This is an optimization exercise on Yosys and OpenROAD, whose aim is small area, not a production implementation. In this exercise RTL edits were held to simulation tests only and were not proved equivalent to the original. Power figures rest on the tool's default switching activity, not on a simulated workload.

// dcache_top
module dcache_top (
  input  logic                 clock,
  input  logic                 reset,
  input  logic                 rd_en,
  input  logic [addr_bits-1:0] rd_addr,
  input  logic                 wr_en,
  input  logic [addr_bits-1:0] wr_addr,
  input  logic [data_bits-1:0] wr_data,
  input  logic                 wr_dirty,
  output logic                 rd_hit,
  output logic [data_bits-1:0] rd_data,
  output logic                 wr_miss,
  output logic                 wb_valid,
  output logic [addr_bits-1:0] wb_addr,
  output logic [data_bits-1:0] wb_data
);
For scale: roughly 2900 flip-flops, roughly 0.12 mm^2 of cells after synthesis.
make LEC_CHECK=0 CAP_MARGIN=20 CELL_PAD_IN_SITES_DETAIL_PLACEMENT=1 CELL_PAD_IN_SITES_GLOBAL_PLACEMENT=1 CORE_MARGIN=2 CORE_UTILIZATION=30 CTS_BUF_LIST=sky130_fd_sc_hd__clkbuf_8 CTS_CLUSTER_DIAMETER=50 CTS_CLUSTER_SIZE=12 SLEW_MARGIN=20 finish   # period 12.0 ns
run.sh (not shown) runs the stock make flow with config.mk's settings and CLKGATE_MAP_FILE= SYNTH_SCRIPT=/design/flow/synth_recipe.tcl, a recipe that flattens the netlist after the stock synthesis.
Edit:
==> flow/flow/run.sh (new file) <==
#!/bin/bash
set -o pipefail
export CTS_ARGS="-sink_clustering_enable -repair_clock_nets -dont_use_dummy_load -buf_list {sky130_fd_sc_hd__clkbuf_8 sky130_fd_sc_hd__clkbuf_16} -root_buf sky130_fd_sc_hd__clkbuf_16 -sink_clustering_buffer sky130_fd_sc_hd__clkbuf_16 -sink_clustering_size 24 -sink_clustering_max_diameter 100"
bash standard.sh > standard.log 2>&1
==> flow/standard.sh (new file) <==
#!/bin/bash
# synth_recipe.tcl (not shown) runs the flow's synth.tcl, then flattens the netlist and writes it again
# the make line also repeats each setting of config.mk as NAME=value (left out here)
make -C /OpenROAD-flow-scripts/flow DESIGN_CONFIG=/design/flow/config.mk WORK_HOME=/design/flow/orfs CLKGATE_MAP_FILE= SYNTH_SCRIPT=/design/flow/synth_recipe.tcl "${@:-finish}"
Settings changed: CTS_BUF_LIST sky130_fd_sc_hd__clkbuf_8 to default, CTS_CLUSTER_DIAMETER 50 to default, CTS_CLUSTER_SIZE 12 to default.
removed: flow/run.sh
Clock skew goes up by 0.0044 ns.
Area after synthesis is unchanged.
Hold slack is better by 0.0048 ns.
Count of clock-buffer cells in the layout falls by 187.
Routed wire length drops by 0.83%.
Sequential power stays flat.
Final area fell by 2.1%.
Worst setup slack gains 0.15 ns.
Edit:
==> flow/run.sh (new file) <==
#!/bin/bash
# synth_recipe.tcl (not shown) runs the flow's synth.tcl, then flattens the netlist and writes it again
# the make line also repeats each setting of config.mk as NAME=value (left out here)
make -C /OpenROAD-flow-scripts/flow DESIGN_CONFIG=/design/flow/config.mk WORK_HOME=/design/flow/orfs CLKGATE_MAP_FILE= SYNTH_SCRIPT=/design/flow/synth_recipe.tcl finish
Settings changed: CTS_BUF_LIST from default to sky130_fd_sc_hd__clkbuf_16, CTS_CLUSTER_DIAMETER from default to 100, CTS_CLUSTER_SIZE from default to 24.
removed: flow/flow/run.sh
removed: flow/standard.sh
What happened: The new run passed the timing, design-rule and antenna checks; sequential share of layout area decreases by 0.27 points; via count is about the same; final cell count increases by 0.67%; clock skew decreases by 0.020 ns; combinational power is about the same; worst setup slack is better by 0.0041 ns.

---

try-lagoon:
Another version of the RTL of dcache_top (not shown whole).
Size: ~2,900 flip-flops, roughly 240 I/O pins.
Settings: LEC_CHECK=0, CAP_MARGIN=20, CELL_PAD_IN_SITES_DETAIL_PLACEMENT=1, CELL_PAD_IN_SITES_GLOBAL_PLACEMENT=1, CORE_MARGIN=2, CORE_UTILIZATION=25, SLEW_MARGIN=20; clock period 12.0 ns.
Stock flow here: none of the scripts above is used.
Inputs modified between try-lagoon and try-tundra:
Settings: an added CTS_BUF_LIST of sky130_fd_sc_hd__clkbuf_16; an added CTS_CLUSTER_DIAMETER of 100; an added CTS_CLUSTER_SIZE of 24; a change of CORE_UTILIZATION from 25 to 30.
==> summary.txt <==
- Share of layout cells above drive strength 1: try-lagoon and try-tundra compared, higher one is try-lagoon
- try-tundra against try-lagoon; design area is down by a few percent.
- For the combinational cell power, try-tundra came in about 4% higher than try-lagoon did.
- Of try-lagoon and try-tundra, try-tundra shows the lower area after detailed placement, with try-lagoon above it.
- Between try-tundra and try-lagoon, it is try-tundra whose worst reg2reg path depth is lower, by 1.
- The total chip power in try-tundra is 0.804 times that in try-lagoon.
- Worst slack on hold paths in try-tundra is 0.014 ns above try-lagoon.
- Taking try-lagoon as the reference, in try-tundra final weighted congestion of routability-driven global placement went up by 2.4%, number of filler instances in the final layout went down by about 18%.
- try-tundra ended up with fewer standard cells than try-lagoon.
- try-tundra vs try-lagoon, routed wire length went down by 12 mm.
Changes in try-delta relative to try-tundra:
Settings: CTS_BUF_LIST: sky130_fd_sc_hd__clkbuf_16 -> unset; CTS_CLUSTER_DIAMETER: 100 -> 60; CTS_CLUSTER_SIZE: 24 -> 30; CORE_UTILIZATION: 30 -> 40.
Findings:
- Relative to try-tundra, try-delta improves core box area.
- | hold slack | try-delta vs try-tundra | ≈ equal |
- try-delta vs. try-tundra: routed wire length neither gained nor lost much; combinational share of power lost 1.0 points.
- Re sequential cell area fraction in the yosys report: no difference whatsoever between try-tundra and try-delta.
- When try-delta is set beside try-tundra, its design area turns out to be 2100 µm² larger.
- Placed standard-cell area delta for try-delta relative to try-tundra: 2300 µm² lower
- Between try-delta and try-tundra, final worst slack is lower for try-tundra, try-delta comes in above that.
The inputs of try-umber differ from those of try-delta as listed below.
Settings: clearing CTS_CLUSTER_DIAMETER, which used to be 60; swapping 40 for 30 in CORE_UTILIZATION; clearing CTS_CLUSTER_SIZE, which used to be 30.
==> flow/flow/run.sh (new file) <==
#!/bin/bash
set -o pipefail
export CTS_ARGS="-sink_clustering_enable -repair_clock_nets -dont_use_dummy_load -buf_list {sky130_fd_sc_hd__clkbuf_8 sky130_fd_sc_hd__clkbuf_16} -root_buf sky130_fd_sc_hd__clkbuf_16 -sink_clustering_buffer sky130_fd_sc_hd__clkbuf_16 -sink_clustering_size 24 -sink_clustering_max_diameter 100"
bash standard.sh > standard.log 2>&1
==> flow/standard.sh (new file) <==
#!/bin/bash
# synth_recipe.tcl (not shown) runs the flow's synth.tcl, then flattens the netlist and writes it again
# the make line also repeats each setting of config.mk as NAME=value (left out here)
make -C /OpenROAD-flow-scripts/flow DESIGN_CONFIG=/design/flow/config.mk WORK_HOME=/design/flow/orfs CLKGATE_MAP_FILE= SYNTH_SCRIPT=/design/flow/synth_recipe.tcl "${@:-finish}"
removed: flow/run.sh
try-umber vs. try-delta: total detailed-routing wirelength comparable; clock skew now larger; met1 layer wirelength in the final routing now larger; met1 usage in global routing now smaller; combined flip-flop and latch cell area comparable.
Side by side, core utilization turned out lower in try-umber than in try-delta.
STATUS final worst setup slack: try-umber wins against try-delta
The final area in try-umber was lower than what try-delta gave.
Looking only at timing-limited maximum frequency, and setting everything else aside, the lower value of try-umber and try-delta goes to try-delta.
A start point of the critical path of rd_addr[1] is what try-umber shows, while rd_addr[2] belongs to try-delta.

[port drivers added, routing unchanged]
No port has a modelled driver above. Below, the same layouts with a new extraction and two added sets of constraints.
Step 1 (the two cells are an assumption about what drives the block):
set clk [get_ports {clock}]
set_driving_cell -lib_cell sky130_fd_sc_hd__clkbuf_16 $clk
set_driving_cell -lib_cell sky130_fd_sc_hd__buf_2 [delete_from_list [all_inputs] $clk]
Step 2 also shifts input and output timing later by t, the mid clock arrival at the registers, as if the neighbouring blocks saw the same clock.
Slacks: ideal ports / drivers / drivers and shift; pairs: ideal ports / drivers.
run | shift t [ns] | setup WS [ns] | hold slack, ns | slew at the worst register clock pin (ns) | pins driven straight from the clock port
the first run of note 1 | 1.233 | 0.365 / 0.292 / 0.292 | 0.468 / 0.468 / 0.468 | 0.09 / 0.09 | 1
the second run of note 1 | 1.010 | 0.510 / 0.461 / 0.461 | 0.473 / 0.473 / 0.473 | 0.11 / 0.11 | 1
the third run of note 1 | 1.027 | 0.514 / 0.475 / 0.475 | 0.477 / 0.477 / 0.477 | 0.11 / 0.11 | 1
try-lagoon | 1.068 | 0.645 / 0.592 / 0.592 | 0.458 / 0.458 / 0.458 | 0.07 / 0.07 | 1
try-tundra | 1.044 | 0.624 / 0.592 / 0.592 | 0.471 / 0.471 / 0.471 | 0.11 / 0.11 | 1
try-delta | 1.080 | 0.710 / 0.684 / 0.684 | 0.471 / 0.471 / 0.471 | 0.10 / 0.10 | 1
try-umber | 1.009 | 0.758 / 0.727 / 0.727 | 0.473 / 0.473 / 0.473 | 0.12 / 0.12 | 1
After both steps setup and hold are still met in every run listed. The setup slack of the first run of note 1, which loses most, moves by -0.073 ns with the drivers and by -0.073 ns with both steps.
